This design comes from an exercise in tuning for small area and a short achievable clock period on the open sky130 flow, not from production work.
Function was checked by simulation only, so behaviour that the tests miss may differ from the original.

Setup of harbor:
// simple_fixed
module simple_fixed (
  input  logic                   clock,
  input  logic                   reset,
  input  logic [2:0]             instr_format,
  input  logic [10:0]            op_code,
  input  logic [6:0]             dest_reg_addr,
  input  logic [127:0]           src_reg_a,
  input  logic [127:0]           src_reg_b,
  input  logic [17:0]            imm_value,
  input  logic                   enable_reg_write,
  input  logic                   branch_is_taken,
  output logic [127:0]           wb_data,
  output logic [6:0]             wb_reg_addr,
  output logic                   wb_enable_reg_write
);
Size: roughly 2900 cells after synthesis, roughly 440 I/O pins, about 22000 um^2 of cells after synthesis.
export LEC_CHECK = 0
export ABC_AREA = 1
export CAP_MARGIN = 20
export CORE_MARGIN = 2
export CORE_UTILIZATION = 50
export SETUP_SLACK_MARGIN = 2.75
export SLEW_MARGIN = 20
create_clock -name core_clock -period 5.0 [get_ports {clock}]
standard.sh (not shown) runs the stock make flow with config.mk's settings and CLKGATE_MAP_FILE= SYNTH_SCRIPT=/design/flow/synth_recipe.tcl, a recipe that flattens the netlist after the stock synthesis.
==> flow/flow/run.sh <==
#!/bin/bash
# The standard layout (standard.sh: unchanged synthesis and steps) with two changes to how
# cells are chosen: the port buffers are the smallest buffer cell instead of the one
# buffer_ports picks by default, and clock tree synthesis uses clkbuf_4/clkbuf_8 in clusters
# of up to 16 sinks, without dummy loads. ORFS writes each step's log under orfs/logs/;
# make's own output goes to make_finish.log.
set -euo pipefail
cd "$(dirname "$0")/.."
bash standard.sh \
  "BUFFER_PORTS_ARGS=-buffer_cell sky130_fd_sc_hd__buf_1" \
  "CTS_ARGS=-sink_clustering_enable -repair_clock_nets -dont_use_dummy_load -buf_list {sky130_fd_sc_hd__clkbuf_4 sky130_fd_sc_hd__clkbuf_8} -sink_clustering_size 16 -sink_clustering_max_diameter 60" \
  finish > make_finish.log 2>&1
#### Input delta (cedar over harbor)
Settings: CORE_UTILIZATION now 40, was 50.
diff --git a/flow/flow/run.sh b/flow/flow/run.sh
--- a/flow/flow/run.sh
+++ b/flow/flow/run.sh
@@ -10,3 +10,4 @@
   "BUFFER_PORTS_ARGS=-buffer_cell sky130_fd_sc_hd__buf_1" \
   "CTS_ARGS=-sink_clustering_enable -repair_clock_nets -dont_use_dummy_load -buf_list {sky130_fd_sc_hd__clkbuf_4 sky130_fd_sc_hd__clkbuf_8} -sink_clustering_size 16 -sink_clustering_max_diameter 60" \
+  RECOVER_POWER=50 \
   finish > make_finish.log 2>&1
## What came out
[flow] cedar | stages: complete | final checks: fail | reason: capacitance limit, slew limit. Of cedar and harbor, harbor shows the higher register-to-register slack, with cedar below it. Diff cedar and harbor: met1 layer usage reported by global route higher in harbor. ~same sequential standard cell area in cedar and harbor.
### cedar -> lagoon
Settings: SETUP_SLACK_MARGIN now 2.85, was 2.75.
diff --git a/flow/flow/run.sh b/flow/flow/run.sh
--- a/flow/flow/run.sh
+++ b/flow/flow/run.sh
@@ -10,4 +10,3 @@
   "BUFFER_PORTS_ARGS=-buffer_cell sky130_fd_sc_hd__buf_1" \
   "CTS_ARGS=-sink_clustering_enable -repair_clock_nets -dont_use_dummy_load -buf_list {sky130_fd_sc_hd__clkbuf_4 sky130_fd_sc_hd__clkbuf_8} -sink_clustering_size 16 -sink_clustering_max_diameter 60" \
-  RECOVER_POWER=50 \
   finish > make_finish.log 2>&1
### Flow results
- Compared with cedar, lagoon shows a setup slack that is 1.15 ns higher.
- On sequential share of layout area: between lagoon and cedar, it ends up higher for cedar.
- Looking at number of clock buffers in the layout, lagoon sits 1 higher than cedar does.
- cedar → lagoon: post-synthesis sequential element count did not really move, per-instance average area after synthesis did not really move, post-route clock period utilization went down, number of buffer and inverter stages on the critical path went up, post-synthesis share of cell area spent on xor and xnor gates did not really move.
- cedar reports its critical path's slowest cell as sky130_fd_sc_hd__clkbuf_1 while lagoon reports sky130_fd_sc_hd__dfxtp_2.
- lagoon completed; timing, DRC and antenna clean
- In lagoon the worst stage delay on the critical path turned out 1.31 ns lower than in cedar.

## afterwards: timing with drivers on the ports
In the flow no input, the clock included, has a driving cell. The finished layouts below were timed again as built, in two steps. Step 1 sets driving cells, clkbuf_16 on the clock port and buf_2 on the other inputs (assumed; they add their load-dependent delay and slew). Step 2 moves the port delays by t, midway between the first and last clock arrival at a register: inputs arrive t later, outputs are due t later. That takes back most of the time a late clock gives input paths. Three values: ideal ports, drivers, drivers and shift; two values: the first two.
run | t, ns | slack for setup (ns) | pins driven straight from the clock port
harbor | 0.674 | 2.787 / 2.740 / 2.145 | 1
cedar | 0.667 | 1.642 / 1.674 / 1.007 | 1
lagoon | 0.675 | 2.793 / 2.793 / 2.198 | 1
For harbor, which loses most, drivers alone change the setup slack by -0.047 ns; drivers and shift together by -0.642 ns.
